From an optimization exercise on the open Yosys and OpenROAD flow, aimed at small area; shortcuts taken in it are not production practice. Function was checked by simulation only, so behaviour that the tests miss may differ from the original. Power and IR drop assume default switching activity.

==> design/flow/design.v <==
`timescale 1ns/1ps
`default_nettype none
module csr_top
(
    input  wire         clk,
    input  wire         rst,
    input  wire         req_sel,
    input  wire         req_read,
    input  wire [15:0]  req_addr,
    input  wire [31:0]  req_wdat,
    output reg          rsp_dack,
    output reg  [31:0]  rsp_rdat,
    output wire [177:0] ctrlFields,
    input  wire [7:0]   curWavePosition
);
    localparam int N = 13;
    localparam logic [N*16-1:0] ADDRS = {
        16'h2F04, 16'h2F00, 16'h2054, 16'h2050, 16'h204C, 16'h2048,
        16'h2018, 16'h2014, 16'h2010, 16'h200C, 16'h2008, 16'h2004, 16'h2000
    };
    localparam logic [N*32-1:0] RESETS = {
        32'd8, 32'd11, 32'hFD78_0C32, 32'h0000_1000, 32'd0, 32'd0,
        32'd1000, 32'd0, 32'd1, 32'd0, 32'd0, 32'd1, 32'd1000
    };
    localparam logic [15:0] ADDR_WAVE = 16'h2058;
    logic [N-1:0] hit;
    logic         hitWave;
    logic         hitAny;
    always_comb
    begin
        for (int i = 0; i < N; i++)
            hit[i] = (req_addr == ADDRS[i*16 +: 16]);
    end
    assign hitWave = (req_addr == ADDR_WAVE);
    assign hitAny  = (|hit) | hitWave;
    logic [31:0] dZero;
    logic [31:0] dOne;
    assign dZero = req_wdat & ~{32{rst}};
    assign dOne  = req_wdat | {32{rst}};
    logic [31:0] regs [N];
    for (genvar k = 0; k < N; k++)
    begin : g_word
        logic        load;
        logic [31:0] dIn;
        assign load = rst | (req_sel & ~req_read & hit[k]);
        for (genvar b = 0; b < 32; b++)
        begin : g_bit
            assign dIn[b] = RESETS[k*32 + b] ? dOne[b] : dZero[b];
        end
        always_ff @(posedge clk)
        begin
            if (load)
                regs[k] <= dIn;
        end
    end
    assign ctrlFields[177:162] = regs[0][15:0];
    assign ctrlFields[161:146] = regs[1][15:0];
    assign ctrlFields[145:130] = regs[4][15:0];
    assign ctrlFields[129:114] = regs[6][15:0];
    assign ctrlFields[113:98]  = regs[11][15:0];
    assign ctrlFields[97:90]   = regs[2][7:0];
    assign ctrlFields[89:82]   = regs[3][7:0];
    assign ctrlFields[81:74]   = regs[5][7:0];
    assign ctrlFields[73:66]   = regs[12][7:0];
    assign ctrlFields[65]      = regs[7][0];
    assign ctrlFields[64]      = regs[8][0];
    assign ctrlFields[63:32]   = regs[9];
    assign ctrlFields[31:0]    = regs[10];
    logic [7:0] posNow;
    logic [7:0] posOld;
    logic       rstPrev;
    always_ff @(posedge clk)
    begin
        posNow  <= curWavePosition;
        posOld  <= posNow;
        rstPrev <= rst;
    end
    logic          ackPend;
    logic [N:0]    selHot;
    always_ff @(posedge clk)
    begin
        ackPend <= req_sel & hitAny;
        selHot  <= {hitWave & ~rstPrev, hit};
    end
    logic [N*32-1:0] words;
    logic [31:0]     rdMux;
    for (genvar k = 0; k < N; k++)
    begin : g_words
        assign words[k*32 +: 32] = regs[k];
    end
    rdSelect rdSelect_i
    (
        .words (words),
        .pos   (posOld),
        .sel   (selHot),
        .q     (rdMux)
    );
    always_ff @(posedge clk)
    begin
        rsp_dack <= ackPend & ~rst;
        rsp_rdat <= rdMux;
    end
endmodule
`default_nettype wire
`default_nettype none
module rdSelect
(
    input  wire [13*32-1:0] words,
    input  wire [7:0]       pos,
    input  wire [13:0]      sel,
    output logic [31:0]     q
);
    always_comb
    begin
        q = {24'b0, pos & {8{sel[13]}}};
        for (int i = 0; i < 13; i++)
            q = q | (words[i*32 +: 32] & {32{sel[i]}});
    end
endmodule
`default_nettype wire
==> design/flow/flow/run.sh <==
#!/bin/bash
# Standard layout, with two changes:
#  - synthesis maps the read-data select (module rdSelect) by hand, from
#    rdSelect_gates.v (see synth_own.tcl); everything else is the standard
#    synthesis, so the registers are the same;
#  - the smallest buffer on every input and output port.
set -euo pipefail
W="$PWD"
export BUFFER_PORTS_ARGS="-buffer_cell sky130_fd_sc_hd__buf_1"
export OWN_FLOW_DIR="$W/flow"
sed -e "s|SYNTH_SCRIPT=[^ ]*|SYNTH_SCRIPT=$W/flow/synth_own.tcl SYNTH_KEEP_MODULES=rdSelect|" standard.sh > own_synth.sh
bash own_synth.sh synth > synth_own.log 2>&1
bash standard.sh > standard_flow.log 2>&1
==> design/flow/flow/rdSelect_gates.v <==
module rdSelect(words, pos, sel, q);
  input [415:0] words;
  input [7:0] pos;
  input [13:0] sel;
  output [31:0] q;
  wire [3:0] g0;
  wire n0;
  wire [3:0] g1;
  wire n1;
  wire [3:0] g2;
  wire n2;
  wire [3:0] g3;
  wire n3;
  wire [3:0] g4;
  wire n4;
  wire [3:0] g5;
  wire n5;
  wire [3:0] g6;
  wire n6;
  wire [3:0] g7;
  wire n7;
  wire [3:0] g8;
  wire n8;
  wire [3:0] g9;
  wire n9;
  wire [3:0] g10;
  wire n10;
  wire [3:0] g11;
  wire n11;
  wire [3:0] g12;
  wire n12;
  wire [3:0] g13;
  wire n13;
  wire [3:0] g14;
  wire n14;
  wire [3:0] g15;
  wire n15;
  wire [3:0] g16;
  wire n16;
  wire [3:0] g17;
  wire n17;
  wire [3:0] g18;
  wire n18;
  wire [3:0] g19;
  wire n19;
  wire [3:0] g20;
  wire n20;
  wire [3:0] g21;
  wire n21;
  wire [3:0] g22;
  wire n22;
  wire [3:0] g23;
  wire n23;
  wire [3:0] g24;
  wire n24;
  wire [3:0] g25;
  wire n25;
  wire [3:0] g26;
  wire n26;
  wire [3:0] g27;
  wire n27;
  wire [3:0] g28;
  wire n28;
  wire [3:0] g29;
  wire n29;
  wire [3:0] g30;
  wire n30;
  wire [3:0] g31;
  wire n31;
  sky130_fd_sc_hd__a222oi_1 m0_0 (.A1(words[0]), .A2(sel[0]), .B1(words[32]), .B2(sel[1]), .C1(words[64]), .C2(sel[2]), .Y(g0[0]));
  sky130_fd_sc_hd__a222oi_1 m0_1 (.A1(words[96]), .A2(sel[3]), .B1(words[128]), .B2(sel[4]), .C1(words[160]), .C2(sel[5]), .Y(g0[1]));
  sky130_fd_sc_hd__a222oi_1 m0_2 (.A1(words[192]), .A2(sel[6]), .B1(words[224]), .B2(sel[7]), .C1(words[256]), .C2(sel[8]), .Y(g0[2]));
  sky130_fd_sc_hd__a222oi_1 m0_3 (.A1(words[288]), .A2(sel[9]), .B1(words[320]), .B2(sel[10]), .C1(words[352]), .C2(sel[11]), .Y(g0[3]));
  sky130_fd_sc_hd__nand4_1 n0_c (.A(g0[0]), .B(g0[1]), .C(g0[2]), .D(g0[3]), .Y(n0));
  sky130_fd_sc_hd__a221o_1 o0 (.A1(words[384]), .A2(sel[12]), .B1(pos[0]), .B2(sel[13]), .C1(n0), .X(q[0]));
  sky130_fd_sc_hd__a222oi_1 m1_0 (.A1(words[1]), .A2(sel[0]), .B1(words[33]), .B2(sel[1]), .C1(words[65]), .C2(sel[2]), .Y(g1[0]));
  sky130_fd_sc_hd__a222oi_1 m1_1 (.A1(words[97]), .A2(sel[3]), .B1(words[129]), .B2(sel[4]), .C1(words[161]), .C2(sel[5]), .Y(g1[1]));
  sky130_fd_sc_hd__a222oi_1 m1_2 (.A1(words[193]), .A2(sel[6]), .B1(words[225]), .B2(sel[7]), .C1(words[257]), .C2(sel[8]), .Y(g1[2]));
  sky130_fd_sc_hd__a222oi_1 m1_3 (.A1(words[289]), .A2(sel[9]), .B1(words[321]), .B2(sel[10]), .C1(words[353]), .C2(sel[11]), .Y(g1[3]));
  sky130_fd_sc_hd__nand4_1 n1_c (.A(g1[0]), .B(g1[1]), .C(g1[2]), .D(g1[3]), .Y(n1));
  sky130_fd_sc_hd__a221o_1 o1 (.A1(words[385]), .A2(sel[12]), .B1(pos[1]), .B2(sel[13]), .C1(n1), .X(q[1]));
  sky130_fd_sc_hd__a222oi_1 m2_0 (.A1(words[2]), .A2(sel[0]), .B1(words[34]), .B2(sel[1]), .C1(words[66]), .C2(sel[2]), .Y(g2[0]));
  sky130_fd_sc_hd__a222oi_1 m2_1 (.A1(words[98]), .A2(sel[3]), .B1(words[130]), .B2(sel[4]), .C1(words[162]), .C2(sel[5]), .Y(g2[1]));
  sky130_fd_sc_hd__a222oi_1 m2_2 (.A1(words[194]), .A2(sel[6]), .B1(words[226]), .B2(sel[7]), .C1(words[258]), .C2(sel[8]), .Y(g2[2]));
  sky130_fd_sc_hd__a222oi_1 m2_3 (.A1(words[290]), .A2(sel[9]), .B1(words[322]), .B2(sel[10]), .C1(words[354]), .C2(sel[11]), .Y(g2[3]));
  sky130_fd_sc_hd__nand4_1 n2_c (.A(g2[0]), .B(g2[1]), .C(g2[2]), .D(g2[3]), .Y(n2));
  sky130_fd_sc_hd__a221o_1 o2 (.A1(words[386]), .A2(sel[12]), .B1(pos[2]), .B2(sel[13]), .C1(n2), .X(q[2]));
  sky130_fd_sc_hd__a222oi_1 m3_0 (.A1(words[3]), .A2(sel[0]), .B1(words[35]), .B2(sel[1]), .C1(words[67]), .C2(sel[2]), .Y(g3[0]));
  sky130_fd_sc_hd__a222oi_1 m3_1 (.A1(words[99]), .A2(sel[3]), .B1(words[131]), .B2(sel[4]), .C1(words[163]), .C2(sel[5]), .Y(g3[1]));
  sky130_fd_sc_hd__a222oi_1 m3_2 (.A1(words[195]), .A2(sel[6]), .B1(words[227]), .B2(sel[7]), .C1(words[259]), .C2(sel[8]), .Y(g3[2]));
  sky130_fd_sc_hd__a222oi_1 m3_3 (.A1(words[291]), .A2(sel[9]), .B1(words[323]), .B2(sel[10]), .C1(words[355]), .C2(sel[11]), .Y(g3[3]));
  sky130_fd_sc_hd__nand4_1 n3_c (.A(g3[0]), .B(g3[1]), .C(g3[2]), .D(g3[3]), .Y(n3));
  sky130_fd_sc_hd__a221o_1 o3 (.A1(words[387]), .A2(sel[12]), .B1(pos[3]), .B2(sel[13]), .C1(n3), .X(q[3]));
  sky130_fd_sc_hd__a222oi_1 m4_0 (.A1(words[4]), .A2(sel[0]), .B1(words[36]), .B2(sel[1]), .C1(words[68]), .C2(sel[2]), .Y(g4[0]));
  sky130_fd_sc_hd__a222oi_1 m4_1 (.A1(words[100]), .A2(sel[3]), .B1(words[132]), .B2(sel[4]), .C1(words[164]), .C2(sel[5]), .Y(g4[1]));
  sky130_fd_sc_hd__a222oi_1 m4_2 (.A1(words[196]), .A2(sel[6]), .B1(words[228]), .B2(sel[7]), .C1(words[260]), .C2(sel[8]), .Y(g4[2]));
  sky130_fd_sc_hd__a222oi_1 m4_3 (.A1(words[292]), .A2(sel[9]), .B1(words[324]), .B2(sel[10]), .C1(words[356]), .C2(sel[11]), .Y(g4[3]));
  sky130_fd_sc_hd__nand4_1 n4_c (.A(g4[0]), .B(g4[1]), .C(g4[2]), .D(g4[3]), .Y(n4));
  sky130_fd_sc_hd__a221o_1 o4 (.A1(words[388]), .A2(sel[12]), .B1(pos[4]), .B2(sel[13]), .C1(n4), .X(q[4]));
  sky130_fd_sc_hd__a222oi_1 m5_0 (.A1(words[5]), .A2(sel[0]), .B1(words[37]), .B2(sel[1]), .C1(words[69]), .C2(sel[2]), .Y(g5[0]));
  sky130_fd_sc_hd__a222oi_1 m5_1 (.A1(words[101]), .A2(sel[3]), .B1(words[133]), .B2(sel[4]), .C1(words[165]), .C2(sel[5]), .Y(g5[1]));
  sky130_fd_sc_hd__a222oi_1 m5_2 (.A1(words[197]), .A2(sel[6]), .B1(words[229]), .B2(sel[7]), .C1(words[261]), .C2(sel[8]), .Y(g5[2]));
  sky130_fd_sc_hd__a222oi_1 m5_3 (.A1(words[293]), .A2(sel[9]), .B1(words[325]), .B2(sel[10]), .C1(words[357]), .C2(sel[11]), .Y(g5[3]));
  sky130_fd_sc_hd__nand4_1 n5_c (.A(g5[0]), .B(g5[1]), .C(g5[2]), .D(g5[3]), .Y(n5));
  sky130_fd_sc_hd__a221o_1 o5 (.A1(words[389]), .A2(sel[12]), .B1(pos[5]), .B2(sel[13]), .C1(n5), .X(q[5]));
  sky130_fd_sc_hd__a222oi_1 m6_0 (.A1(words[6]), .A2(sel[0]), .B1(words[38]), .B2(sel[1]), .C1(words[70]), .C2(sel[2]), .Y(g6[0]));
  sky130_fd_sc_hd__a222oi_1 m6_1 (.A1(words[102]), .A2(sel[3]), .B1(words[134]), .B2(sel[4]), .C1(words[166]), .C2(sel[5]), .Y(g6[1]));
  sky130_fd_sc_hd__a222oi_1 m6_2 (.A1(words[198]), .A2(sel[6]), .B1(words[230]), .B2(sel[7]), .C1(words[262]), .C2(sel[8]), .Y(g6[2]));
  sky130_fd_sc_hd__a222oi_1 m6_3 (.A1(words[294]), .A2(sel[9]), .B1(words[326]), .B2(sel[10]), .C1(words[358]), .C2(sel[11]), .Y(g6[3]));
  sky130_fd_sc_hd__nand4_1 n6_c (.A(g6[0]), .B(g6[1]), .C(g6[2]), .D(g6[3]), .Y(n6));
  sky130_fd_sc_hd__a221o_1 o6 (.A1(words[390]), .A2(sel[12]), .B1(pos[6]), .B2(sel[13]), .C1(n6), .X(q[6]));
  sky130_fd_sc_hd__a222oi_1 m7_0 (.A1(words[7]), .A2(sel[0]), .B1(words[39]), .B2(sel[1]), .C1(words[71]), .C2(sel[2]), .Y(g7[0]));
  sky130_fd_sc_hd__a222oi_1 m7_1 (.A1(words[103]), .A2(sel[3]), .B1(words[135]), .B2(sel[4]), .C1(words[167]), .C2(sel[5]), .Y(g7[1]));
  sky130_fd_sc_hd__a222oi_1 m7_2 (.A1(words[199]), .A2(sel[6]), .B1(words[231]), .B2(sel[7]), .C1(words[263]), .C2(sel[8]), .Y(g7[2]));
  sky130_fd_sc_hd__a222oi_1 m7_3 (.A1(words[295]), .A2(sel[9]), .B1(words[327]), .B2(sel[10]), .C1(words[359]), .C2(sel[11]), .Y(g7[3]));
  sky130_fd_sc_hd__nand4_1 n7_c (.A(g7[0]), .B(g7[1]), .C(g7[2]), .D(g7[3]), .Y(n7));
  sky130_fd_sc_hd__a221o_1 o7 (.A1(words[391]), .A2(sel[12]), .B1(pos[7]), .B2(sel[13]), .C1(n7), .X(q[7]));
  sky130_fd_sc_hd__a222oi_1 m8_0 (.A1(words[8]), .A2(sel[0]), .B1(words[40]), .B2(sel[1]), .C1(words[72]), .C2(sel[2]), .Y(g8[0]));
  sky130_fd_sc_hd__a222oi_1 m8_1 (.A1(words[104]), .A2(sel[3]), .B1(words[136]), .B2(sel[4]), .C1(words[168]), .C2(sel[5]), .Y(g8[1]));
  sky130_fd_sc_hd__a222oi_1 m8_2 (.A1(words[200]), .A2(sel[6]), .B1(words[232]), .B2(sel[7]), .C1(words[264]), .C2(sel[8]), .Y(g8[2]));
  sky130_fd_sc_hd__a222oi_1 m8_3 (.A1(words[296]), .A2(sel[9]), .B1(words[328]), .B2(sel[10]), .C1(words[360]), .C2(sel[11]), .Y(g8[3]));
  sky130_fd_sc_hd__nand4_1 n8_c (.A(g8[0]), .B(g8[1]), .C(g8[2]), .D(g8[3]), .Y(n8));
  sky130_fd_sc_hd__a21o_1 o8 (.A1(words[392]), .A2(sel[12]), .B1(n8), .X(q[8]));
  sky130_fd_sc_hd__a222oi_1 m9_0 (.A1(words[9]), .A2(sel[0]), .B1(words[41]), .B2(sel[1]), .C1(words[73]), .C2(sel[2]), .Y(g9[0]));
  sky130_fd_sc_hd__a222oi_1 m9_1 (.A1(words[105]), .A2(sel[3]), .B1(words[137]), .B2(sel[4]), .C1(words[169]), .C2(sel[5]), .Y(g9[1]));
  sky130_fd_sc_hd__a222oi_1 m9_2 (.A1(words[201]), .A2(sel[6]), .B1(words[233]), .B2(sel[7]), .C1(words[265]), .C2(sel[8]), .Y(g9[2]));
  sky130_fd_sc_hd__a222oi_1 m9_3 (.A1(words[297]), .A2(sel[9]), .B1(words[329]), .B2(sel[10]), .C1(words[361]), .C2(sel[11]), .Y(g9[3]));
  sky130_fd_sc_hd__nand4_1 n9_c (.A(g9[0]), .B(g9[1]), .C(g9[2]), .D(g9[3]), .Y(n9));
  sky130_fd_sc_hd__a21o_1 o9 (.A1(words[393]), .A2(sel[12]), .B1(n9), .X(q[9]));
  sky130_fd_sc_hd__a222oi_1 m10_0 (.A1(words[10]), .A2(sel[0]), .B1(words[42]), .B2(sel[1]), .C1(words[74]), .C2(sel[2]), .Y(g10[0]));
  sky130_fd_sc_hd__a222oi_1 m10_1 (.A1(words[106]), .A2(sel[3]), .B1(words[138]), .B2(sel[4]), .C1(words[170]), .C2(sel[5]), .Y(g10[1]));
  sky130_fd_sc_hd__a222oi_1 m10_2 (.A1(words[202]), .A2(sel[6]), .B1(words[234]), .B2(sel[7]), .C1(words[266]), .C2(sel[8]), .Y(g10[2]));
  sky130_fd_sc_hd__a222oi_1 m10_3 (.A1(words[298]), .A2(sel[9]), .B1(words[330]), .B2(sel[10]), .C1(words[362]), .C2(sel[11]), .Y(g10[3]));
  sky130_fd_sc_hd__nand4_1 n10_c (.A(g10[0]), .B(g10[1]), .C(g10[2]), .D(g10[3]), .Y(n10));
  sky130_fd_sc_hd__a21o_1 o10 (.A1(words[394]), .A2(sel[12]), .B1(n10), .X(q[10]));
  sky130_fd_sc_hd__a222oi_1 m11_0 (.A1(words[11]), .A2(sel[0]), .B1(words[43]), .B2(sel[1]), .C1(words[75]), .C2(sel[2]), .Y(g11[0]));
  sky130_fd_sc_hd__a222oi_1 m11_1 (.A1(words[107]), .A2(sel[3]), .B1(words[139]), .B2(sel[4]), .C1(words[171]), .C2(sel[5]), .Y(g11[1]));
  sky130_fd_sc_hd__a222oi_1 m11_2 (.A1(words[203]), .A2(sel[6]), .B1(words[235]), .B2(sel[7]), .C1(words[267]), .C2(sel[8]), .Y(g11[2]));
  sky130_fd_sc_hd__a222oi_1 m11_3 (.A1(words[299]), .A2(sel[9]), .B1(words[331]), .B2(sel[10]), .C1(words[363]), .C2(sel[11]), .Y(g11[3]));
  sky130_fd_sc_hd__nand4_1 n11_c (.A(g11[0]), .B(g11[1]), .C(g11[2]), .D(g11[3]), .Y(n11));
  sky130_fd_sc_hd__a21o_1 o11 (.A1(words[395]), .A2(sel[12]), .B1(n11), .X(q[11]));
  sky130_fd_sc_hd__a222oi_1 m12_0 (.A1(words[12]), .A2(sel[0]), .B1(words[44]), .B2(sel[1]), .C1(words[76]), .C2(sel[2]), .Y(g12[0]));
  sky130_fd_sc_hd__a222oi_1 m12_1 (.A1(words[108]), .A2(sel[3]), .B1(words[140]), .B2(sel[4]), .C1(words[172]), .C2(sel[5]), .Y(g12[1]));
  sky130_fd_sc_hd__a222oi_1 m12_2 (.A1(words[204]), .A2(sel[6]), .B1(words[236]), .B2(sel[7]), .C1(words[268]), .C2(sel[8]), .Y(g12[2]));
  sky130_fd_sc_hd__a222oi_1 m12_3 (.A1(words[300]), .A2(sel[9]), .B1(words[332]), .B2(sel[10]), .C1(words[364]), .C2(sel[11]), .Y(g12[3]));
  sky130_fd_sc_hd__nand4_1 n12_c (.A(g12[0]), .B(g12[1]), .C(g12[2]), .D(g12[3]), .Y(n12));
  sky130_fd_sc_hd__a21o_1 o12 (.A1(words[396]), .A2(sel[12]), .B1(n12), .X(q[12]));
  sky130_fd_sc_hd__a222oi_1 m13_0 (.A1(words[13]), .A2(sel[0]), .B1(words[45]), .B2(sel[1]), .C1(words[77]), .C2(sel[2]), .Y(g13[0]));
  sky130_fd_sc_hd__a222oi_1 m13_1 (.A1(words[109]), .A2(sel[3]), .B1(words[141]), .B2(sel[4]), .C1(words[173]), .C2(sel[5]), .Y(g13[1]));
  sky130_fd_sc_hd__a222oi_1 m13_2 (.A1(words[205]), .A2(sel[6]), .B1(words[237]), .B2(sel[7]), .C1(words[269]), .C2(sel[8]), .Y(g13[2]));
  sky130_fd_sc_hd__a222oi_1 m13_3 (.A1(words[301]), .A2(sel[9]), .B1(words[333]), .B2(sel[10]), .C1(words[365]), .C2(sel[11]), .Y(g13[3]));
  sky130_fd_sc_hd__nand4_1 n13_c (.A(g13[0]), .B(g13[1]), .C(g13[2]), .D(g13[3]), .Y(n13));
  sky130_fd_sc_hd__a21o_1 o13 (.A1(words[397]), .A2(sel[12]), .B1(n13), .X(q[13]));
  sky130_fd_sc_hd__a222oi_1 m14_0 (.A1(words[14]), .A2(sel[0]), .B1(words[46]), .B2(sel[1]), .C1(words[78]), .C2(sel[2]), .Y(g14[0]));
  sky130_fd_sc_hd__a222oi_1 m14_1 (.A1(words[110]), .A2(sel[3]), .B1(words[142]), .B2(sel[4]), .C1(words[174]), .C2(sel[5]), .Y(g14[1]));
  sky130_fd_sc_hd__a222oi_1 m14_2 (.A1(words[206]), .A2(sel[6]), .B1(words[238]), .B2(sel[7]), .C1(words[270]), .C2(sel[8]), .Y(g14[2]));
  sky130_fd_sc_hd__a222oi_1 m14_3 (.A1(words[302]), .A2(sel[9]), .B1(words[334]), .B2(sel[10]), .C1(words[366]), .C2(sel[11]), .Y(g14[3]));
  sky130_fd_sc_hd__nand4_1 n14_c (.A(g14[0]), .B(g14[1]), .C(g14[2]), .D(g14[3]), .Y(n14));
  sky130_fd_sc_hd__a21o_1 o14 (.A1(words[398]), .A2(sel[12]), .B1(n14), .X(q[14]));
  sky130_fd_sc_hd__a222oi_1 m15_0 (.A1(words[15]), .A2(sel[0]), .B1(words[47]), .B2(sel[1]), .C1(words[79]), .C2(sel[2]), .Y(g15[0]));
  sky130_fd_sc_hd__a222oi_1 m15_1 (.A1(words[111]), .A2(sel[3]), .B1(words[143]), .B2(sel[4]), .C1(words[175]), .C2(sel[5]), .Y(g15[1]));
  sky130_fd_sc_hd__a222oi_1 m15_2 (.A1(words[207]), .A2(sel[6]), .B1(words[239]), .B2(sel[7]), .C1(words[271]), .C2(sel[8]), .Y(g15[2]));
  sky130_fd_sc_hd__a222oi_1 m15_3 (.A1(words[303]), .A2(sel[9]), .B1(words[335]), .B2(sel[10]), .C1(words[367]), .C2(sel[11]), .Y(g15[3]));
  sky130_fd_sc_hd__nand4_1 n15_c (.A(g15[0]), .B(g15[1]), .C(g15[2]), .D(g15[3]), .Y(n15));
  sky130_fd_sc_hd__a21o_1 o15 (.A1(words[399]), .A2(sel[12]), .B1(n15), .X(q[15]));
  sky130_fd_sc_hd__a222oi_1 m16_0 (.A1(words[16]), .A2(sel[0]), .B1(words[48]), .B2(sel[1]), .C1(words[80]), .C2(sel[2]), .Y(g16[0]));
  sky130_fd_sc_hd__a222oi_1 m16_1 (.A1(words[112]), .A2(sel[3]), .B1(words[144]), .B2(sel[4]), .C1(words[176]), .C2(sel[5]), .Y(g16[1]));
  sky130_fd_sc_hd__a222oi_1 m16_2 (.A1(words[208]), .A2(sel[6]), .B1(words[240]), .B2(sel[7]), .C1(words[272]), .C2(sel[8]), .Y(g16[2]));
  sky130_fd_sc_hd__a222oi_1 m16_3 (.A1(words[304]), .A2(sel[9]), .B1(words[336]), .B2(sel[10]), .C1(words[368]), .C2(sel[11]), .Y(g16[3]));
  sky130_fd_sc_hd__nand4_1 n16_c (.A(g16[0]), .B(g16[1]), .C(g16[2]), .D(g16[3]), .Y(n16));
  sky130_fd_sc_hd__a21o_1 o16 (.A1(words[400]), .A2(sel[12]), .B1(n16), .X(q[16]));
  sky130_fd_sc_hd__a222oi_1 m17_0 (.A1(words[17]), .A2(sel[0]), .B1(words[49]), .B2(sel[1]), .C1(words[81]), .C2(sel[2]), .Y(g17[0]));
  sky130_fd_sc_hd__a222oi_1 m17_1 (.A1(words[113]), .A2(sel[3]), .B1(words[145]), .B2(sel[4]), .C1(words[177]), .C2(sel[5]), .Y(g17[1]));
  sky130_fd_sc_hd__a222oi_1 m17_2 (.A1(words[209]), .A2(sel[6]), .B1(words[241]), .B2(sel[7]), .C1(words[273]), .C2(sel[8]), .Y(g17[2]));
  sky130_fd_sc_hd__a222oi_1 m17_3 (.A1(words[305]), .A2(sel[9]), .B1(words[337]), .B2(sel[10]), .C1(words[369]), .C2(sel[11]), .Y(g17[3]));
  sky130_fd_sc_hd__nand4_1 n17_c (.A(g17[0]), .B(g17[1]), .C(g17[2]), .D(g17[3]), .Y(n17));
  sky130_fd_sc_hd__a21o_1 o17 (.A1(words[401]), .A2(sel[12]), .B1(n17), .X(q[17]));
  sky130_fd_sc_hd__a222oi_1 m18_0 (.A1(words[18]), .A2(sel[0]), .B1(words[50]), .B2(sel[1]), .C1(words[82]), .C2(sel[2]), .Y(g18[0]));
  sky130_fd_sc_hd__a222oi_1 m18_1 (.A1(words[114]), .A2(sel[3]), .B1(words[146]), .B2(sel[4]), .C1(words[178]), .C2(sel[5]), .Y(g18[1]));
  sky130_fd_sc_hd__a222oi_1 m18_2 (.A1(words[210]), .A2(sel[6]), .B1(words[242]), .B2(sel[7]), .C1(words[274]), .C2(sel[8]), .Y(g18[2]));
  sky130_fd_sc_hd__a222oi_1 m18_3 (.A1(words[306]), .A2(sel[9]), .B1(words[338]), .B2(sel[10]), .C1(words[370]), .C2(sel[11]), .Y(g18[3]));
  sky130_fd_sc_hd__nand4_1 n18_c (.A(g18[0]), .B(g18[1]), .C(g18[2]), .D(g18[3]), .Y(n18));
  sky130_fd_sc_hd__a21o_1 o18 (.A1(words[402]), .A2(sel[12]), .B1(n18), .X(q[18]));
  sky130_fd_sc_hd__a222oi_1 m19_0 (.A1(words[19]), .A2(sel[0]), .B1(words[51]), .B2(sel[1]), .C1(words[83]), .C2(sel[2]), .Y(g19[0]));
  sky130_fd_sc_hd__a222oi_1 m19_1 (.A1(words[115]), .A2(sel[3]), .B1(words[147]), .B2(sel[4]), .C1(words[179]), .C2(sel[5]), .Y(g19[1]));
  sky130_fd_sc_hd__a222oi_1 m19_2 (.A1(words[211]), .A2(sel[6]), .B1(words[243]), .B2(sel[7]), .C1(words[275]), .C2(sel[8]), .Y(g19[2]));
  sky130_fd_sc_hd__a222oi_1 m19_3 (.A1(words[307]), .A2(sel[9]), .B1(words[339]), .B2(sel[10]), .C1(words[371]), .C2(sel[11]), .Y(g19[3]));
  sky130_fd_sc_hd__nand4_1 n19_c (.A(g19[0]), .B(g19[1]), .C(g19[2]), .D(g19[3]), .Y(n19));
  sky130_fd_sc_hd__a21o_1 o19 (.A1(words[403]), .A2(sel[12]), .B1(n19), .X(q[19]));
  sky130_fd_sc_hd__a222oi_1 m20_0 (.A1(words[20]), .A2(sel[0]), .B1(words[52]), .B2(sel[1]), .C1(words[84]), .C2(sel[2]), .Y(g20[0]));
  sky130_fd_sc_hd__a222oi_1 m20_1 (.A1(words[116]), .A2(sel[3]), .B1(words[148]), .B2(sel[4]), .C1(words[180]), .C2(sel[5]), .Y(g20[1]));
  sky130_fd_sc_hd__a222oi_1 m20_2 (.A1(words[212]), .A2(sel[6]), .B1(words[244]), .B2(sel[7]), .C1(words[276]), .C2(sel[8]), .Y(g20[2]));
  sky130_fd_sc_hd__a222oi_1 m20_3 (.A1(words[308]), .A2(sel[9]), .B1(words[340]), .B2(sel[10]), .C1(words[372]), .C2(sel[11]), .Y(g20[3]));
  sky130_fd_sc_hd__nand4_1 n20_c (.A(g20[0]), .B(g20[1]), .C(g20[2]), .D(g20[3]), .Y(n20));
  sky130_fd_sc_hd__a21o_1 o20 (.A1(words[404]), .A2(sel[12]), .B1(n20), .X(q[20]));
  sky130_fd_sc_hd__a222oi_1 m21_0 (.A1(words[21]), .A2(sel[0]), .B1(words[53]), .B2(sel[1]), .C1(words[85]), .C2(sel[2]), .Y(g21[0]));
  sky130_fd_sc_hd__a222oi_1 m21_1 (.A1(words[117]), .A2(sel[3]), .B1(words[149]), .B2(sel[4]), .C1(words[181]), .C2(sel[5]), .Y(g21[1]));
  sky130_fd_sc_hd__a222oi_1 m21_2 (.A1(words[213]), .A2(sel[6]), .B1(words[245]), .B2(sel[7]), .C1(words[277]), .C2(sel[8]), .Y(g21[2]));
  sky130_fd_sc_hd__a222oi_1 m21_3 (.A1(words[309]), .A2(sel[9]), .B1(words[341]), .B2(sel[10]), .C1(words[373]), .C2(sel[11]), .Y(g21[3]));
  sky130_fd_sc_hd__nand4_1 n21_c (.A(g21[0]), .B(g21[1]), .C(g21[2]), .D(g21[3]), .Y(n21));
  sky130_fd_sc_hd__a21o_1 o21 (.A1(words[405]), .A2(sel[12]), .B1(n21), .X(q[21]));
  sky130_fd_sc_hd__a222oi_1 m22_0 (.A1(words[22]), .A2(sel[0]), .B1(words[54]), .B2(sel[1]), .C1(words[86]), .C2(sel[2]), .Y(g22[0]));
  sky130_fd_sc_hd__a222oi_1 m22_1 (.A1(words[118]), .A2(sel[3]), .B1(words[150]), .B2(sel[4]), .C1(words[182]), .C2(sel[5]), .Y(g22[1]));
  sky130_fd_sc_hd__a222oi_1 m22_2 (.A1(words[214]), .A2(sel[6]), .B1(words[246]), .B2(sel[7]), .C1(words[278]), .C2(sel[8]), .Y(g22[2]));
  sky130_fd_sc_hd__a222oi_1 m22_3 (.A1(words[310]), .A2(sel[9]), .B1(words[342]), .B2(sel[10]), .C1(words[374]), .C2(sel[11]), .Y(g22[3]));
  sky130_fd_sc_hd__nand4_1 n22_c (.A(g22[0]), .B(g22[1]), .C(g22[2]), .D(g22[3]), .Y(n22));
  sky130_fd_sc_hd__a21o_1 o22 (.A1(words[406]), .A2(sel[12]), .B1(n22), .X(q[22]));
  sky130_fd_sc_hd__a222oi_1 m23_0 (.A1(words[23]), .A2(sel[0]), .B1(words[55]), .B2(sel[1]), .C1(words[87]), .C2(sel[2]), .Y(g23[0]));
  sky130_fd_sc_hd__a222oi_1 m23_1 (.A1(words[119]), .A2(sel[3]), .B1(words[151]), .B2(sel[4]), .C1(words[183]), .C2(sel[5]), .Y(g23[1]));
  sky130_fd_sc_hd__a222oi_1 m23_2 (.A1(words[215]), .A2(sel[6]), .B1(words[247]), .B2(sel[7]), .C1(words[279]), .C2(sel[8]), .Y(g23[2]));
  sky130_fd_sc_hd__a222oi_1 m23_3 (.A1(words[311]), .A2(sel[9]), .B1(words[343]), .B2(sel[10]), .C1(words[375]), .C2(sel[11]), .Y(g23[3]));
  sky130_fd_sc_hd__nand4_1 n23_c (.A(g23[0]), .B(g23[1]), .C(g23[2]), .D(g23[3]), .Y(n23));
  sky130_fd_sc_hd__a21o_1 o23 (.A1(words[407]), .A2(sel[12]), .B1(n23), .X(q[23]));
  sky130_fd_sc_hd__a222oi_1 m24_0 (.A1(words[24]), .A2(sel[0]), .B1(words[56]), .B2(sel[1]), .C1(words[88]), .C2(sel[2]), .Y(g24[0]));
  sky130_fd_sc_hd__a222oi_1 m24_1 (.A1(words[120]), .A2(sel[3]), .B1(words[152]), .B2(sel[4]), .C1(words[184]), .C2(sel[5]), .Y(g24[1]));
  sky130_fd_sc_hd__a222oi_1 m24_2 (.A1(words[216]), .A2(sel[6]), .B1(words[248]), .B2(sel[7]), .C1(words[280]), .C2(sel[8]), .Y(g24[2]));
  sky130_fd_sc_hd__a222oi_1 m24_3 (.A1(words[312]), .A2(sel[9]), .B1(words[344]), .B2(sel[10]), .C1(words[376]), .C2(sel[11]), .Y(g24[3]));
  sky130_fd_sc_hd__nand4_1 n24_c (.A(g24[0]), .B(g24[1]), .C(g24[2]), .D(g24[3]), .Y(n24));
  sky130_fd_sc_hd__a21o_1 o24 (.A1(words[408]), .A2(sel[12]), .B1(n24), .X(q[24]));
  sky130_fd_sc_hd__a222oi_1 m25_0 (.A1(words[25]), .A2(sel[0]), .B1(words[57]), .B2(sel[1]), .C1(words[89]), .C2(sel[2]), .Y(g25[0]));
  sky130_fd_sc_hd__a222oi_1 m25_1 (.A1(words[121]), .A2(sel[3]), .B1(words[153]), .B2(sel[4]), .C1(words[185]), .C2(sel[5]), .Y(g25[1]));
  sky130_fd_sc_hd__a222oi_1 m25_2 (.A1(words[217]), .A2(sel[6]), .B1(words[249]), .B2(sel[7]), .C1(words[281]), .C2(sel[8]), .Y(g25[2]));
  sky130_fd_sc_hd__a222oi_1 m25_3 (.A1(words[313]), .A2(sel[9]), .B1(words[345]), .B2(sel[10]), .C1(words[377]), .C2(sel[11]), .Y(g25[3]));
  sky130_fd_sc_hd__nand4_1 n25_c (.A(g25[0]), .B(g25[1]), .C(g25[2]), .D(g25[3]), .Y(n25));
  sky130_fd_sc_hd__a21o_1 o25 (.A1(words[409]), .A2(sel[12]), .B1(n25), .X(q[25]));
  sky130_fd_sc_hd__a222oi_1 m26_0 (.A1(words[26]), .A2(sel[0]), .B1(words[58]), .B2(sel[1]), .C1(words[90]), .C2(sel[2]), .Y(g26[0]));
  sky130_fd_sc_hd__a222oi_1 m26_1 (.A1(words[122]), .A2(sel[3]), .B1(words[154]), .B2(sel[4]), .C1(words[186]), .C2(sel[5]), .Y(g26[1]));
  sky130_fd_sc_hd__a222oi_1 m26_2 (.A1(words[218]), .A2(sel[6]), .B1(words[250]), .B2(sel[7]), .C1(words[282]), .C2(sel[8]), .Y(g26[2]));
  sky130_fd_sc_hd__a222oi_1 m26_3 (.A1(words[314]), .A2(sel[9]), .B1(words[346]), .B2(sel[10]), .C1(words[378]), .C2(sel[11]), .Y(g26[3]));
  sky130_fd_sc_hd__nand4_1 n26_c (.A(g26[0]), .B(g26[1]), .C(g26[2]), .D(g26[3]), .Y(n26));
  sky130_fd_sc_hd__a21o_1 o26 (.A1(words[410]), .A2(sel[12]), .B1(n26), .X(q[26]));
  sky130_fd_sc_hd__a222oi_1 m27_0 (.A1(words[27]), .A2(sel[0]), .B1(words[59]), .B2(sel[1]), .C1(words[91]), .C2(sel[2]), .Y(g27[0]));
  sky130_fd_sc_hd__a222oi_1 m27_1 (.A1(words[123]), .A2(sel[3]), .B1(words[155]), .B2(sel[4]), .C1(words[187]), .C2(sel[5]), .Y(g27[1]));
  sky130_fd_sc_hd__a222oi_1 m27_2 (.A1(words[219]), .A2(sel[6]), .B1(words[251]), .B2(sel[7]), .C1(words[283]), .C2(sel[8]), .Y(g27[2]));
  sky130_fd_sc_hd__a222oi_1 m27_3 (.A1(words[315]), .A2(sel[9]), .B1(words[347]), .B2(sel[10]), .C1(words[379]), .C2(sel[11]), .Y(g27[3]));
  sky130_fd_sc_hd__nand4_1 n27_c (.A(g27[0]), .B(g27[1]), .C(g27[2]), .D(g27[3]), .Y(n27));
  sky130_fd_sc_hd__a21o_1 o27 (.A1(words[411]), .A2(sel[12]), .B1(n27), .X(q[27]));
  sky130_fd_sc_hd__a222oi_1 m28_0 (.A1(words[28]), .A2(sel[0]), .B1(words[60]), .B2(sel[1]), .C1(words[92]), .C2(sel[2]), .Y(g28[0]));
  sky130_fd_sc_hd__a222oi_1 m28_1 (.A1(words[124]), .A2(sel[3]), .B1(words[156]), .B2(sel[4]), .C1(words[188]), .C2(sel[5]), .Y(g28[1]));
  sky130_fd_sc_hd__a222oi_1 m28_2 (.A1(words[220]), .A2(sel[6]), .B1(words[252]), .B2(sel[7]), .C1(words[284]), .C2(sel[8]), .Y(g28[2]));
  sky130_fd_sc_hd__a222oi_1 m28_3 (.A1(words[316]), .A2(sel[9]), .B1(words[348]), .B2(sel[10]), .C1(words[380]), .C2(sel[11]), .Y(g28[3]));
  sky130_fd_sc_hd__nand4_1 n28_c (.A(g28[0]), .B(g28[1]), .C(g28[2]), .D(g28[3]), .Y(n28));
  sky130_fd_sc_hd__a21o_1 o28 (.A1(words[412]), .A2(sel[12]), .B1(n28), .X(q[28]));
  sky130_fd_sc_hd__a222oi_1 m29_0 (.A1(words[29]), .A2(sel[0]), .B1(words[61]), .B2(sel[1]), .C1(words[93]), .C2(sel[2]), .Y(g29[0]));
  sky130_fd_sc_hd__a222oi_1 m29_1 (.A1(words[125]), .A2(sel[3]), .B1(words[157]), .B2(sel[4]), .C1(words[189]), .C2(sel[5]), .Y(g29[1]));
  sky130_fd_sc_hd__a222oi_1 m29_2 (.A1(words[221]), .A2(sel[6]), .B1(words[253]), .B2(sel[7]), .C1(words[285]), .C2(sel[8]), .Y(g29[2]));
  sky130_fd_sc_hd__a222oi_1 m29_3 (.A1(words[317]), .A2(sel[9]), .B1(words[349]), .B2(sel[10]), .C1(words[381]), .C2(sel[11]), .Y(g29[3]));
  sky130_fd_sc_hd__nand4_1 n29_c (.A(g29[0]), .B(g29[1]), .C(g29[2]), .D(g29[3]), .Y(n29));
  sky130_fd_sc_hd__a21o_1 o29 (.A1(words[413]), .A2(sel[12]), .B1(n29), .X(q[29]));
  sky130_fd_sc_hd__a222oi_1 m30_0 (.A1(words[30]), .A2(sel[0]), .B1(words[62]), .B2(sel[1]), .C1(words[94]), .C2(sel[2]), .Y(g30[0]));
  sky130_fd_sc_hd__a222oi_1 m30_1 (.A1(words[126]), .A2(sel[3]), .B1(words[158]), .B2(sel[4]), .C1(words[190]), .C2(sel[5]), .Y(g30[1]));
  sky130_fd_sc_hd__a222oi_1 m30_2 (.A1(words[222]), .A2(sel[6]), .B1(words[254]), .B2(sel[7]), .C1(words[286]), .C2(sel[8]), .Y(g30[2]));
  sky130_fd_sc_hd__a222oi_1 m30_3 (.A1(words[318]), .A2(sel[9]), .B1(words[350]), .B2(sel[10]), .C1(words[382]), .C2(sel[11]), .Y(g30[3]));
  sky130_fd_sc_hd__nand4_1 n30_c (.A(g30[0]), .B(g30[1]), .C(g30[2]), .D(g30[3]), .Y(n30));
  sky130_fd_sc_hd__a21o_1 o30 (.A1(words[414]), .A2(sel[12]), .B1(n30), .X(q[30]));
  sky130_fd_sc_hd__a222oi_1 m31_0 (.A1(words[31]), .A2(sel[0]), .B1(words[63]), .B2(sel[1]), .C1(words[95]), .C2(sel[2]), .Y(g31[0]));
  sky130_fd_sc_hd__a222oi_1 m31_1 (.A1(words[127]), .A2(sel[3]), .B1(words[159]), .B2(sel[4]), .C1(words[191]), .C2(sel[5]), .Y(g31[1]));
  sky130_fd_sc_hd__a222oi_1 m31_2 (.A1(words[223]), .A2(sel[6]), .B1(words[255]), .B2(sel[7]), .C1(words[287]), .C2(sel[8]), .Y(g31[2]));
  sky130_fd_sc_hd__a222oi_1 m31_3 (.A1(words[319]), .A2(sel[9]), .B1(words[351]), .B2(sel[10]), .C1(words[383]), .C2(sel[11]), .Y(g31[3]));
  sky130_fd_sc_hd__nand4_1 n31_c (.A(g31[0]), .B(g31[1]), .C(g31[2]), .D(g31[3]), .Y(n31));
  sky130_fd_sc_hd__a21o_1 o31 (.A1(words[415]), .A2(sel[12]), .B1(n31), .X(q[31]));
endmodule
==> design/flow/flow/synth_own.tcl <==
# The standard synthesis (synth_recipe.tcl), with one change: the read-data
# select rdSelect is kept whole through synthesis (SYNTH_KEEP_MODULES) and then
# replaced by its hand-mapped cells from rdSelect_gates.v before flattening.
proc synth {args} { yosys synth -nofsm -noshare {*}$args }
source $::env(SCRIPTS_DIR)/synth.tcl
delete rdSelect
read_verilog $::env(OWN_FLOW_DIR)/rdSelect_gates.v
hierarchy -top $::env(DESIGN_NAME)
# left out here: clear keep_hierarchy, flatten, clean up, hide names made inside functions
tee -o $::env(REPORTS_DIR)/synth_stat_own.txt stat {*}$lib_args
# left out here: write 1_2_yosys.v
==> design/flow/standard.sh <==
#!/bin/bash
# synth_recipe.tcl (not shown) runs the flow's synth.tcl, then flattens the netlist and writes it again
# the make line also repeats each setting of config.mk as NAME=value (left out here)
make -C /OpenROAD-flow-scripts/flow DESIGN_CONFIG=/design/flow/config.mk WORK_HOME=/design/flow/orfs CLKGATE_MAP_FILE= SYNTH_SCRIPT=/design/flow/synth_recipe.tcl "${@:-finish}"
==> design/flow/config.mk <==
export PLATFORM = sky130hd
export DESIGN_NAME = csr_top
export DESIGN_NICKNAME = csr_top
export VERILOG_FILES = /design/flow/design.v
export SDC_FILE = /design/flow/constraint.sdc
export NUM_CORES = 4
export LEC_CHECK = 0
export CAP_MARGIN = 5
export CORE_MARGIN = 2
export CORE_UTILIZATION = 80
export CTS_BUF_LIST = sky130_fd_sc_hd__clkbuf_4
export CTS_CLUSTER_DIAMETER = 40
export CTS_CLUSTER_SIZE = 10
export SLEW_MARGIN = 5
==> design/flow/constraint.sdc <==
create_clock -name core_clock -period 8.0 [get_ports {clk}]
set_input_delay 1.6000 -clock core_clock [delete_from_list [all_inputs] [get_ports {clk}]]
set_output_delay 1.6000 -clock core_clock [all_outputs]
set_load 0.01 [all_outputs]
==> results of run 1 <==
flip-flops by register name (all words and copies together), names as in the netlist:
signal    flops
rsp_rdat     32
rstPrev       1
posOld        8
rsp_dack      1
ackPend       1
selHot       14
regs        416
posNow        8
critical path: stages:
cell and delay (ns):
buf_1 0.47, nand3_1 0.49, o21bai_4 0.64, buf_4 0.47
final cells by class:
type,instances,area (um2)
antenna,2,5.00
clock buffer,94,706
clock inverter,10,97.6
fill,841,2410
multi-input combinational,307,2630
sequential,481,13800
tap,275,344
timing repair buffer,279,1080
per-layer routing:
| metal | global-route usage, % | wire, um | up-vias |
|---|---|---|---|
| met5 | 0 | 0 | - |
| li1 | - | - | 4204 |
| met4 | 17.3 | 1640 | 0 |
| met2 | 60.2 | 20400 | 1111 |
| met3 | 9.00 | 7130 | 149 |
| met1 | 51.6 | 13600 | 4873 |
metrics by stage:
step / cells / hold WS, ns / util, %
final: 1448 / 0.328 / 88.6
after global routing: 1448 / 0.333 / 88.6
after CTS: 1446 / 0.328 / 88.5
after detailed placement: 1342 / 0.315 / 84.7
after global placement: 1342 / 0.311 / 84.7
after floorplan: 910 / 0.310 / -
layout by cell type (no fill, tap or decap), drive strengths merged, types with 6 or more instances in the layout:
cell	instances
a21o	26
a221o	8
a222oi	128
buf	278
clkbuf	95
clkinv	6
dfxtp	65
edfxtp	416
nand2	8
nand4	33
nor2	10
nor2b	36
o21bai	8
or2	23
how the worst min path moves through the flow:
stage | slack (ns) | startpoint | cells past startpoint | to
2_1_floorplan | 0.31 | posNow[0] | 0 | posOld[0]
4_1_cts | 0.33 | posNow[0] | 0 | posOld[0]
3_5_place_dp | 0.32 | posNow[4] | 0 | posOld[4]
6_report | 0.33 | posNow[0] | 0 | posOld[0]
3_3_place_gp | 0.31 | posNow[1] | 0 | posOld[1]
5_1_grt | 0.33 | posNow[0] | 0 | posOld[0]
power breakdown:
group	internal, mW	switching [mW]
Combinational	0.0546	0.168
Sequential	2.92	0.0840
Clock	0.596	0.765
==> results.py, run 1 <==
metrics = {
    "synthesis": {
        "synth_fp_nets": 970,
        "yosys_warnings": 3,
        "avgSynthCellArea_um2": 18.9,
        "synth_area_um2": 17200,
        "synth_cells": 910,
    },
    "clock_network": {
        "cts_root_buf": "clkbuf_4",
        "clockBufferDepth": 3,
        "clk_latency_ns": 0.75,
        "hold_buffers": 0,
        "cts_max_level": 2,
        "numClockSinks": 481,
        "cts_inserted_buffers": 56,
        "clkTransAtPathRegs_ns": 0.11,
        "cts_tree": "done",
        "post_cts_buffers": 0,
        "cts_resized": 0,
    },
    "setup_path": {
        "r2r_cells": 3,
        "required_ns": 8.38,
        "r2r_slack_ns": 6.08,
        "crit_path_start": "req_addr[2]",
        "path_class": "input port to flop",
        "cp-endpoint": "regs[10][10]",
        "crit_fanout": 19,
        "r2r-start": "selHot[9]",
        "cp.arrival_ns": 3.70,
        "r2r_end": "rsp_rdat[8]",
        "cp-start-kind": "input port",
        "cp-end-kind": "flop",
    },
    "pwr": {
        "power_mw": 4.59,
        "ir_drop_mv": 0.174,
        "cellPowerDensity_nw_per_um2": 246,
        "p_leak_nw": 6.33,
    },
    "sta": {
        "setup_ws_ns": 4.67,
        "setup_viol": 0,
        "worst_pin_slew_ns": 1.19,
        "rsz0062_at_grt": "false",
        "min_period_ns": 3.33,
        "fmax_mhz": 301,
        "drv_slew": 0,
        "post-route-period-util_pct": 41.6,
        "maxSlewHeadroom_pct": 20.9,
        "final.setup.tns_ns": 0,
        "fin_worst_skew_ns": 0.0722,
        "hold_violations": 0,
    },
    "detailed_routing": {
        "routed_wl_um": 42800,
        "wire_per_inst_um": 29.6,
        "postRouteAntennaNets": 0,
        "vias": 10300,
        "remaining_drc_errors": 0,
        "post_drt_via_cell_ratio": 7.14,
        "firstDrtPassIters": 8,
        "first_iter_violations": 1813,
    },
    "die": {
        "die-area_um2": 22700,
        "die_w_um": 151,
        "die_h_um": 151,
        "coreArea_um2": 21100,
        "start_util_pct": 81.7,
        "io_pins": 271,
        "core.rowCount": 53,
    },
    "status": {
        "status": "timing/DRC/antenna clean",
    },
    "global_route": {
        "antenna_found_initial": 2,
        "grt_pass1_vias": 10100,
        "grt_pass1_wl_um": 60900,
        "track_usage_pct": 38.0,
        "overflow": 0,
        "grt_max_degree": 39,
    },
    "place": {
        "portBuffers": 270,
        "dp_slack_ns": 4.01,
        "gp_congestion": 0.822,
        "place_area_um2": 17900,
        "hpwl_um": 23500,
    },
    "final_layout": {
        "drive_gt1_share_pct": 14.9,
        "synthToLayoutAreaGrowth_pct": 8.46,
        "layout.nets": 1185,
        "final_cell_area_um2": 18700,
    },
    "min_path": {
        "hold_path.class": "flop to flop",
    },
    "run": {
        "max-cap-violations": 0,
    },
}
==> run 2: changes to the inputs <==
--- a/design/flow/config.mk
+++ b/design/flow/config.mk
@@ -8,7 +8,7 @@
 export CAP_MARGIN = 5
 export CORE_MARGIN = 2
 export CORE_UTILIZATION = 80
-export CTS_BUF_LIST = sky130_fd_sc_hd__clkbuf_4
-export CTS_CLUSTER_DIAMETER = 40
-export CTS_CLUSTER_SIZE = 10
+export CTS_BUF_LIST = sky130_fd_sc_hd__clkbuf_8
+export CTS_CLUSTER_DIAMETER = 60
+export CTS_CLUSTER_SIZE = 18
 export SLEW_MARGIN = 5
==> results.py, run 2 <==
metrics = {
    "setup_path": {
        "cp_slowest_cell": "o21bai_4",
        "cp_num_buf_inv": 2,
        "cp.arrival_ns": 3.69,
        "r2r-start": "selHot[9]",
        "r2r_end": "rsp_rdat[8]",
        "r2r_cells": 3,
        "r2r_slack_ns": 6.02,
        "cp-end-kind": "flop",
        "cp_slowest_stage_delay_ns": 0.72,
        "cp-start-kind": "input port",
        "path_class": "input port to flop",
        "crit_fanout": 17,
        "required_ns": 8.29,
        "cp.depth": 5,
        "crit_chain": "buf_1, nor3_1, nand3_1, o21bai_4, buf_4",
        "cp_top_family": "simple AND/OR/NAND/NOR gates",
    },
    "detailed_routing": {
        "first_iter_violations": 1764,
        "remaining_drc_errors": 0,
        "vias": 10100,
        "postRouteAntennaNets": 0,
        "firstDrtPassIters": 9,
        "routed_wl_um": 41300,
        "wire_per_inst_um": 29.6,
        "post_drt_via_cell_ratio": 7.23,
    },
    "final_layout": {
        "final_cell_mix": "416 x edfxtp_1, 269 x buf_1, 128 x a222oi_1",
        "synthToLayoutAreaGrowth_pct": 6.92,
        "largest_registers": "regs x416, rsp_rdat x32, selHot x14",
        "drive_gt1_share_pct": 9.71,
        "num_antenna_cells": 0,
        "multi_input_area_um2": 2630,
        "n_fill_cell": 887,
        "fin_cells": 1398,
        "max_flop_register": "regs",
        "largest_register_ff_count": 416,
        "final_common_cell": "edfxtp_1",
        "layout.nets": 1160,
        "register_area_um2": 13800,
    },
    "die": {
        "die_w_um": 151,
        "die-area_um2": 22700,
        "coreArea_um2": 21100,
        "die_h_um": 151,
        "core.rowCount": 53,
        "start_util_pct": 81.7,
        "io_pins": 271,
    },
    "sta": {
        "drv_slew": 0,
        "fin_worst_skew_ns": 0.0268,
        "setup_viol": 0,
        "maxSlewHeadroom_pct": 20.5,
        "fmax_mhz": 294,
        "worst_pin_slew_ns": 1.19,
        "post-route-period-util_pct": 42.5,
        "final.setup.tns_ns": 0,
        "rsz0062_at_grt": "false",
        "setup_ws_ns": 4.60,
        "hold_violations": 0,
        "min_period_ns": 3.40,
    },
    "min_path": {
        "whs_path_depth": 0,
        "hold_path.class": "flop to flop",
        "hold_start": "posNow[0]",
        "hold_end": "posOld[0]",
    },
    "global_route": {
        "grt_max_degree": 39,
        "grt_pass1_vias": 9821,
        "antenna_found_initial": 0,
        "grt_pass1_wl_um": 58900,
        "overflow": 0,
        "track_usage_pct": 36.5,
    },
    "place": {
        "dp_slack_ns": 4.01,
        "hpwl_um": 23500,
        "portBuffers": 270,
        "dp_cells": 1342,
        "gp_congestion": 0.822,
    },
    "status": {
        "status": "timing/DRC/antenna clean",
    },
    "run": {
        "max-cap-violations": 0,
    },
    "clock_network": {
        "cts_tree": "done",
        "post_cts_buffers": 0,
        "cts_max_level": 1,
        "cts_root_buf": "clkbuf_8",
        "numClockSinks": 481,
        "clk_latency_ns": 0.62,
        "cts_inserted_buffers": 31,
        "cts_resized": 0,
        "clkTransAtPathRegs_ns": 0.11,
        "clockBufferDepth": 3,
        "hold_buffers": 0,
    },
    "synthesis": {
        "synth_area_um2": 17200,
        "synth_fp_nets": 970,
        "avgSynthCellArea_um2": 18.9,
        "synth_cells": 910,
        "yosys_warnings": 3,
    },
    "pwr": {
        "p_leak_nw": 6.19,
        "cellPowerDensity_nw_per_um2": 234,
        "ir_drop_mv": 0.193,
        "power_mw": 4.30,
    },
}
[run 2: report_power, final]
part           switching, mW  internal, mW  total, mW
logic                  0.166        0.0546      0.220
clock network          0.702         0.377       1.08
registers             0.0829          2.92       3.00
[run 2: layout make-up]
cell class,count,area share [%]
sequential,481,75.0
multi-input combinational,307,14.3
timing repair buffer,279,5.88
clock buffer,32,2.39
tap,275,1.87
clock inverter,24,0.564
[run 2: routing by layer]
| metal | vias to the layer above | wire (um) | track usage [%] | part of all wire (%) |
|---|---|---|---|---|
| met5 | - | 0 | 0 | 0 |
| met4 | 0 | 1390 | 13.3 | 3.4 |
| met3 | 126 | 6610 | 8.73 | 16 |
| met2 | 1019 | 19600 | 58.2 | 47 |
| met1 | 4856 | 13700 | 50.5 | 33 |
| li1 | 4113 | - | - | - |
[run 2: how the worst max path moves through the flow]
stage | to | from
global placement | regs[12][6] | req_addr[3]
detailed placement | regs[10][20] | req_addr[3]
CTS | regs[10][24] | req_addr[3]
finish | regs[12][6] | req_addr[3]
floorplan | regs[0][0] | req_addr[1]
global route | regs[10][18] | req_addr[3]
[run 2: metrics by stage]
stage               area [um2]  hold slack [ns]  utilization [%]
floorplan                17200            0.310                -
global placement         17900            0.311             84.7
detailed placement       17900            0.315             84.7
CTS                      18400            0.331             87.3
global route             18400            0.332             87.3
finish                   18400            0.330             87.3

==> port drivers added, routing unchanged <==
How much do the figures lean on ideal ports? The routed layouts below were timed once more, with nothing changed but the port constraints.
Step 1, drivers: a clkbuf_16 drives clk and a buf_2 each remaining input, both assumed.
Step 2, shift: input delay + t, output delay - t, t = (earliest + latest rising clock arrival at the registers) / 2. This alone moves slack from input paths to output paths.
Three values: no drivers, after step 1, after step 2; two values: the first two.
| run | t (ns) | setup WS [ns] | worst slew at a driven data input, ns |
|---|---|---|---|
| run 1 | 0.758 | 4.675 / 4.694 / 3.936 | 0.08 |
| run 2 | 0.651 | 4.603 / 4.625 / 3.974 | 0.08 |
After both steps setup and hold are still met in every run listed. For run 1, which loses most, drivers alone change the setup slack by +0.019 ns; drivers and shift together by -0.739 ns.
